Context: an optimization exercise on an open-source flow, tuned for small area. The choices shown serve that exercise and are no tape-out recipe.
Only simulation tests tie the RTL to the original design; equivalence was not proved.
Power and IR drop assume default switching activity.

==> inputs of v30 <==
==> flow/design.v (excerpt) <==
module dual_wheel_incremental_pid_drive #(
	parameter int TICK_BITS = dwpid_pkg::TICK_BITS
) (
	input  logic                        clk,
	input  logic                        arst_n,
	input  logic                        psel,
	input  logic                        penable,
	input  logic                        pwrite,
	input  logic [4:0]                  paddr,
	input  logic [31:0]                 pwdata,
	output logic [31:0]                 prdata,
	output logic                        pready,
	input  logic                        in_valid,
	output logic                        in_stall,
	input  logic [2:0]                  cmd,
	input  logic signed [15:0]          speed,
	input  logic signed [TICK_BITS-1:0] left_ticks,
	input  logic signed [TICK_BITS-1:0] right_ticks,
	output logic                        out_valid,
	input  logic                        out_stall,
	output logic [15:0]                 left_duty,
	output logic [1:0]                  left_dir,
	output logic [15:0]                 right_duty,
	output logic [1:0]                  right_dir,
	output logic signed [15:0]          left_speed,
	output logic signed [15:0]          right_speed,
	output logic signed [31:0]          left_odometry,
	output logic signed [31:0]          right_odometry
);
==> flow/config.mk <==
export PLATFORM = sky130hd
export DESIGN_NAME = dual_wheel_incremental_pid_drive
export DESIGN_NICKNAME = dual_wheel_incremental_pid_drive
export VERILOG_FILES = /design/flow/design.v
export SDC_FILE = /design/flow/constraint.sdc
export NUM_CORES = 4
export LEC_CHECK = 0
export CAP_MARGIN = 20
export CORE_MARGIN = 2
export CORE_UTILIZATION = 40
export PLACE_DENSITY = 0.85
export SLEW_MARGIN = 20
==> flow/constraint.sdc <==
create_clock -name core_clock -period 12.0 [get_ports {clk}]
set_input_delay 2.4000 -clock core_clock [delete_from_list [all_inputs] [get_ports {clk}]]
set_output_delay 2.4000 -clock core_clock [all_outputs]
set_load 0.01 [all_outputs]
standard.sh (not shown) runs the stock make flow with config.mk's settings and CLKGATE_MAP_FILE= SYNTH_SCRIPT=/design/flow/synth_recipe.tcl, a recipe that flattens the netlist after the stock synthesis.
==> flow/flow/run.sh <==
#!/bin/bash
# The standard layout (standard.sh, with its synthesis unchanged) with two options changed:
# the port buffers are the smallest buffer cell, and clock tree synthesis uses clkbuf_16
# leaf clusters of up to 24 sinks and adds no dummy loads. All tool output goes to
# standard.log here and to ORFS's per-step logs under orfs/logs.
set -euo pipefail
export BUFFER_PORTS_ARGS="-buffer_cell sky130_fd_sc_hd__buf_1"
export CTS_ARGS="-sink_clustering_enable -repair_clock_nets -sink_clustering_size 24 -sink_clustering_max_diameter 120 -buf_list sky130_fd_sc_hd__clkbuf_16 -dont_use_dummy_load"
bash standard.sh finish > standard.log 2>&1
==> v14: changes against v30 <==
--- a/flow/design.v
+++ b/flow/design.v
@@ -78,25 +78,30 @@
 );
 	logic [18:0] s_q;
 	logic [15:0] q_q;
 	logic [15:0] sp_q;
 	logic [31:0] od_q;
 	logic [22:0] acc_q;
 	logic [16:0] e1_q, e2_q;
-	logic tsign_nz, seen, c1, ovf_hi, e16_lo;
-	logic ca, cu, cc, s1, s2, c_lat, ct, accs, c_a, c_b, sf;
-	logic tsign, ovf, e16, hi, lo, qseen, mseen, fseen, oc, ec;
-	assign tsign = tsign_nz;
+	logic tsign_sf, seen, c1, ovf_hi, e16_lo;
+	logic ca, cu, cc, ct, c_a, c_b;
+	logic tsign, ovf, e16, hi, lo, qseen, mseen, fseen, oc, ec, s1, s2, accs, sf, c_lat;
+	assign tsign = tsign_sf;
+	assign sf    = tsign_sf;
 	assign ovf   = ovf_hi;
 	assign hi    = ovf_hi;
+	assign s1    = ovf_hi;
 	assign e16   = e16_lo;
 	assign lo    = e16_lo;
+	assign s2    = e16_lo;
+	assign accs  = c1;
 	assign qseen = seen;
 	assign mseen = seen;
 	assign fseen = seen;
+	assign c_lat = seen;    
 	assign oc    = c1;
 	assign ec    = c1;
 	logic k_lt16;
 	assign k_lt16 = (k[5:4] == 2'b00);
 	logic        div;
 	logic        x, xneg;
 	logic [18:0] a_in, b_in, sum;
@@ -120,24 +125,26 @@
 		if (c_mul2) x = q_q[0];
 		if (c_pid && !ge19) begin
 			x = (sub == 2'd0) ? sa : (sub == 2'd1) ? eb : c_lat;
 			xneg = (k == 6'd18);
 		end
 	end
 	logic b_en, b_inv;
-	assign b_en  = div | x;
+	logic div_add;
+	assign div_add = div & (k != 6'd0);
+	assign b_en  = div_add | x;
 	assign b_inv = div ? ~sneg : xneg;
-	assign a_in  = div ? {s_q[17:0], q_q[15]} : s_q;
+	assign a_in  = s_q;
 	assign b_in  = {{3{b_en & b_inv}}, {16{b_en}} & (km ^ {16{b_inv}})};
 	assign cin   = b_en & b_inv;
 	logic [19:0] cy;
 	assign cy[0] = cin;
 	for (genvar i = 0; i < 19; i++) begin : g_add
 		assign sum[i]  = a_in[i] ^ b_in[i] ^ cy[i];
-		assign cy[i+1] = (a_in[i] & b_in[i]) | (cy[i] & (a_in[i] ^ b_in[i]));
+		assign cy[i+1] = (a_in[i] & b_in[i]) | (a_in[i] & cy[i]) | (b_in[i] & cy[i]);
 	end
 	logic        sgn_sh;
 	logic [18:0] sr;
 	assign sgn_sh = c_pid & ge18;
 	assign sr     = {sgn_sh & sum[18], sum[18:1]};
 	logic od_en, dsrc, db, od_s;
 	assign od_en = c_neg | (c_mul1 & k_lt16);
@@ -168,15 +175,15 @@
 	assign g = sf ? (f ^ fseen) : f;
 	logic q_shr, q_top;
 	assign q_shr = c_neg | c_mul1 | c_mul2 | (c_meas & k_lt16) | (c_pid & step) | c_clip;
 	always_comb begin
 		q_top = sum[0];                     
 		if (c_neg) q_top = negbit;
 		if (c_meas) q_top = ebit & run;
-		if (c_pid) q_top = e16;
+		if (c_pid) q_top = (k[5] | k[4]) ? q_q[15] : e16;
 	end
 	function automatic logic maj(input logic a, input logic b, input logic c);
 		maj = (a & b) | (a & c) | (b & c);
 	endfunction
 	always_ff @(posedge clk) begin
 		e1_q <= {wr_e ? eb : e1_q[0], e1_q[16:1]};
 		e2_q <= {wr_e ? e1b : e2_q[0], e2_q[16:1]};
@@ -185,22 +192,23 @@
 			if (!ge23) acc_q <= {tb, acc_q[22:1]};
 		end
 		if (c_clip) acc_q <= {f, acc_q[22:1]};
 	end
 	always_ff @(posedge clk) begin
 		if (c_load || (c_pid && step && k == 6'd40) || (c_div1 && last))
 			s_q <= '0;
-		else if (div || (c_pid && !step)) s_q <= sum;
+		else if (div) s_q <= {sum[17:0], q_q[15]};
+		else if (c_pid && !step) s_q <= sum;
 		else s_q <= sr | {12'd0, c_clip & g, 6'd0};
 		if (c_load) q_q <= ticks;
 		else if (div) q_q <= {q_q[14:0], ~sum[18]};
 		else if (q_shr) q_q <= {q_top, q_q[15:1]};
 		if (c_meas && k_lt16) sp_q <= {m, sp_q[15:1]};
 		if (c_load) begin
-			tsign_nz <= ticks[15];
+			tsign_sf <= ticks[15];
 			seen     <= 1'b0;
 			c1       <= LEFT;
 		end
 		if (c_neg) seen <= seen | q_q[0];
 		if (od_en) c1 <= maj(od0, db, oc);
 		if (c_mul1 && k == 6'd23) begin
 			ovf_hi <= |s_q;
@@ -220,29 +228,29 @@
 				c_b <= 1'b0;
 			end
 		end
 		if (c_pid && sub == 2'd0 && !ge19) begin
 			ca    <= maj(eb, ~e1b, ca);
 			cu    <= maj(e1b, ~e2b, cu);
 			cc    <= maj(sa, ~su, cc);
-			c_lat <= sc;
+			seen  <= sc;
 			if (k == 6'd16) begin
-				s1 <= e1b;
-				s2 <= e2b;
+				ovf_hi <= e1b;
+				e16_lo <= e2b;
 			end
 		end
 		if (c_pid && step) begin
 			ct  <= maj(accb, dd, ct);
 			c_a <= maj(p_bit, ~tb, c_a);
 			c_b <= maj(tb, p_bit, c_b);
-			if (k == 6'd22) accs <= accb;
+			if (k == 6'd22) c1 <= accb;
 			if (k == 6'd40) begin
 				ovf_hi <= za;
 				e16_lo <= zb;
-				sf     <= za ? 1'b0 : zb ? 1'b1 : acc_q[22];
+				tsign_sf <= za ? 1'b0 : zb ? 1'b1 : acc_q[22];
 				seen   <= 1'b0;
 			end
 		end
 		if (c_clip) seen <= seen | f;
 	end
 	assign duty     = q_q;
 	logic nz;
@@ -344,15 +352,17 @@
 	endfunction
 	logic [5:0] psel_r;
 	for (genvar r = 0; r < 6; r++) begin : g_psel
 		assign psel_r[r] = (paddr[4:2] == 3'(r));
 	end
 	assign prdata = {16'd0, regsel(psel_r, rst_f, reg_raw, reg_rst)};
 	typedef enum logic [3:0] {
-		PH_IDLE, PH_NEG, PH_MUL1, PH_MEAS, PH_WAIT, PH_PID, PH_CLIP, PH_DIV1, PH_MUL2, PH_DIV2, PH_DONE
+		PH_IDLE = 4'd0, PH_NEG = 4'd1, PH_MEAS = 4'd2, PH_WAIT = 4'd3, PH_PID = 4'd4,
+		PH_CLIP = 4'd5, PH_DONE = 4'd6, PH_MUL1 = 4'd8, PH_MUL2 = 4'd9, PH_DIV1 = 4'd12,
+		PH_DIV2 = 4'd13
 	} ph_t;
 	ph_t        ph_q;
 	logic [5:0] k_q;
 	logic [1:0] sub_q;
 	logic       out_valid_q;
 	logic [4:0] r17_q;
 	always_ff @(posedge clk or negedge arst_n) begin
@@ -364,15 +374,15 @@
 	assign run   = (cmd <= dwpid_pkg::CMD_RIGHT);
 	logic ge17, ge18, ge19, ge23;
 	assign ge17 = k_q[5] | (k_q[4] & (|k_q[3:0]));
 	assign ge18 = k_q[5] | (k_q[4] & (|k_q[3:1]));
 	assign ge19 = k_q[5] | (k_q[4] & (k_q[3] | k_q[2] | (k_q[1] & k_q[0])));
 	assign ge23 = k_q[5] | (k_q[4] & (k_q[3] | (k_q[2] & k_q[1] & k_q[0])));
 	assign step  = (ph_q == PH_PID) ? (ge19 || (sub_q == 2'd2)) : 1'b1;
-	assign last  = (k_q == 6'd15);
+	assign last  = (k_q == 6'd16);
 	always_ff @(posedge clk or negedge arst_n) begin
 		if (!arst_n) begin
 			ph_q        <= PH_IDLE;
 			k_q         <= '0;
 			sub_q       <= '0;
 			out_valid_q <= 1'b0;
 		end else begin
@@ -400,17 +410,17 @@
 						sub_q <= sub_q + 2'd1;
 					end else begin
 						sub_q <= '0;
 						if (k_q == 6'd40) begin ph_q <= PH_CLIP; k_q <= '0; end
 					end
 				end
 				PH_CLIP: if (k_q == 6'd22) begin ph_q <= PH_DIV1; k_q <= '0; end
-				PH_DIV1: if (k_q == 6'd15) begin ph_q <= PH_MUL2; k_q <= '0; end
+				PH_DIV1: if (k_q == 6'd16) begin ph_q <= PH_MUL2; k_q <= '0; end
 				PH_MUL2: if (k_q == 6'd15) begin ph_q <= PH_DIV2; k_q <= '0; end
-				PH_DIV2: if (k_q == 6'd15) begin ph_q <= PH_DONE; k_q <= '0; end
+				PH_DIV2: if (k_q == 6'd16) begin ph_q <= PH_DONE; k_q <= '0; end
 				PH_DONE: begin
 					ph_q        <= PH_IDLE;
 					out_valid_q <= 1'b1;
 				end
 				default: ph_q <= PH_IDLE;
 			endcase
 		end
==> flow/flow/run.sh (replaced) <==
#!/bin/bash
# The standard layout (standard.sh) with three options changed:
#  - synthesis runs flow/my_synth.tcl: the standard synthesis script, except that the
#    technology mapping uses Yosys's own (area-oriented) ABC script instead of ORFS's
#    delay-oriented one; registers, their names and cell types are unchanged;
#  - the port buffers are the smallest buffer cell;
#  - clock tree synthesis uses clkbuf_4 leaf clusters of up to 9 sinks and no dummy loads.
# All tool output goes to standard.log here and to ORFS's per-step logs under orfs/logs.
set -euo pipefail
HERE=$(pwd)
export BUFFER_PORTS_ARGS="-buffer_cell sky130_fd_sc_hd__buf_1"
export CTS_ARGS="-sink_clustering_enable -repair_clock_nets -sink_clustering_size 8 -sink_clustering_max_diameter 60 -buf_list sky130_fd_sc_hd__clkbuf_4 -dont_use_dummy_load"
bash standard.sh SYNTH_SCRIPT="$HERE/flow/my_synth.tcl" finish > standard.log 2>&1
==> flow/flow/my_synth.tcl (new file) <==
proc synth {args} { yosys synth -nofsm -noshare {*}$args }
# Same as synth_recipe.tcl (the standard synthesis), with ABC called without the ORFS script,
# constraint file and delay target.
# Technology mapping with Yosys's own ABC script for liberty mapping (area oriented), in place of
# ORFS's delay-oriented script; the -liberty and -dont_use arguments are kept.
proc abc {args} {
  set keep {}
  set i 0
  while {$i < [llength $args]} {
    set a [lindex $args $i]
    if {$a eq "-liberty" || $a eq "-dont_use"} {
      lappend keep $a [lindex $args [expr {$i + 1}]]
      incr i 2
    } elseif {$a eq "-script" || $a eq "-constr" || $a eq "-D"} {
      incr i 2
    } else {
      lappend keep $a
      incr i
    }
  }
  yosys abc {*}$keep
}
source $::env(SCRIPTS_DIR)/synth.tcl
# left out here: clear keep_hierarchy, flatten, clean up, hide names made inside functions, write 1_2_yosys.v
Settings changed: PLACE_DENSITY 0.85 to unset.
==> comparison <==
Wire length: v14 is lower than v30 (about 2.2%).
Critical path depth: v14 is lower than v30 (2).
Against v14, the clock skew of v30 is lower by 0.019 ns.
Between v14 and v30, the lower total power is in v14 (gap 10%, measured against v30).
In v14 the register-to-register slack is worse than in v30, by 0.21 ns.
v14 finished clean. v30 passed the timing, design-rule and antenna checks.
In v30 the first-iteration DRC count is larger than in v14, by 6.8%.

[afterwards: timing with drivers on the ports]
How much do the figures lean on ideal ports? The routed layouts below were timed once more, with nothing changed but the port constraints. Step 1, drivers: a clkbuf_16 drives clk and a buf_2 each remaining input, both assumed. Step 2, shift: input delay + t, output delay - t, t = (earliest + latest rising clock arrival at the registers) / 2. This alone moves slack from input paths to output paths. Slacks: ideal ports / drivers / drivers and shift; pairs: ideal ports / drivers.
run	t, ns	setup WS [ns]	worst hold slack (ns)	latest minus earliest clock arrival (ns)	worst slew at a driven data input, ns
v30	0.603	0.712 / 0.712 / 0.712	0.330 / 0.330 / 0.330	0.060 / 0.061	0.09
v14	0.799	0.499 / 0.499 / 0.499	0.269 / 0.269 / 0.269	0.092 / 0.092	0.10
After both steps every run listed still meets setup and hold.
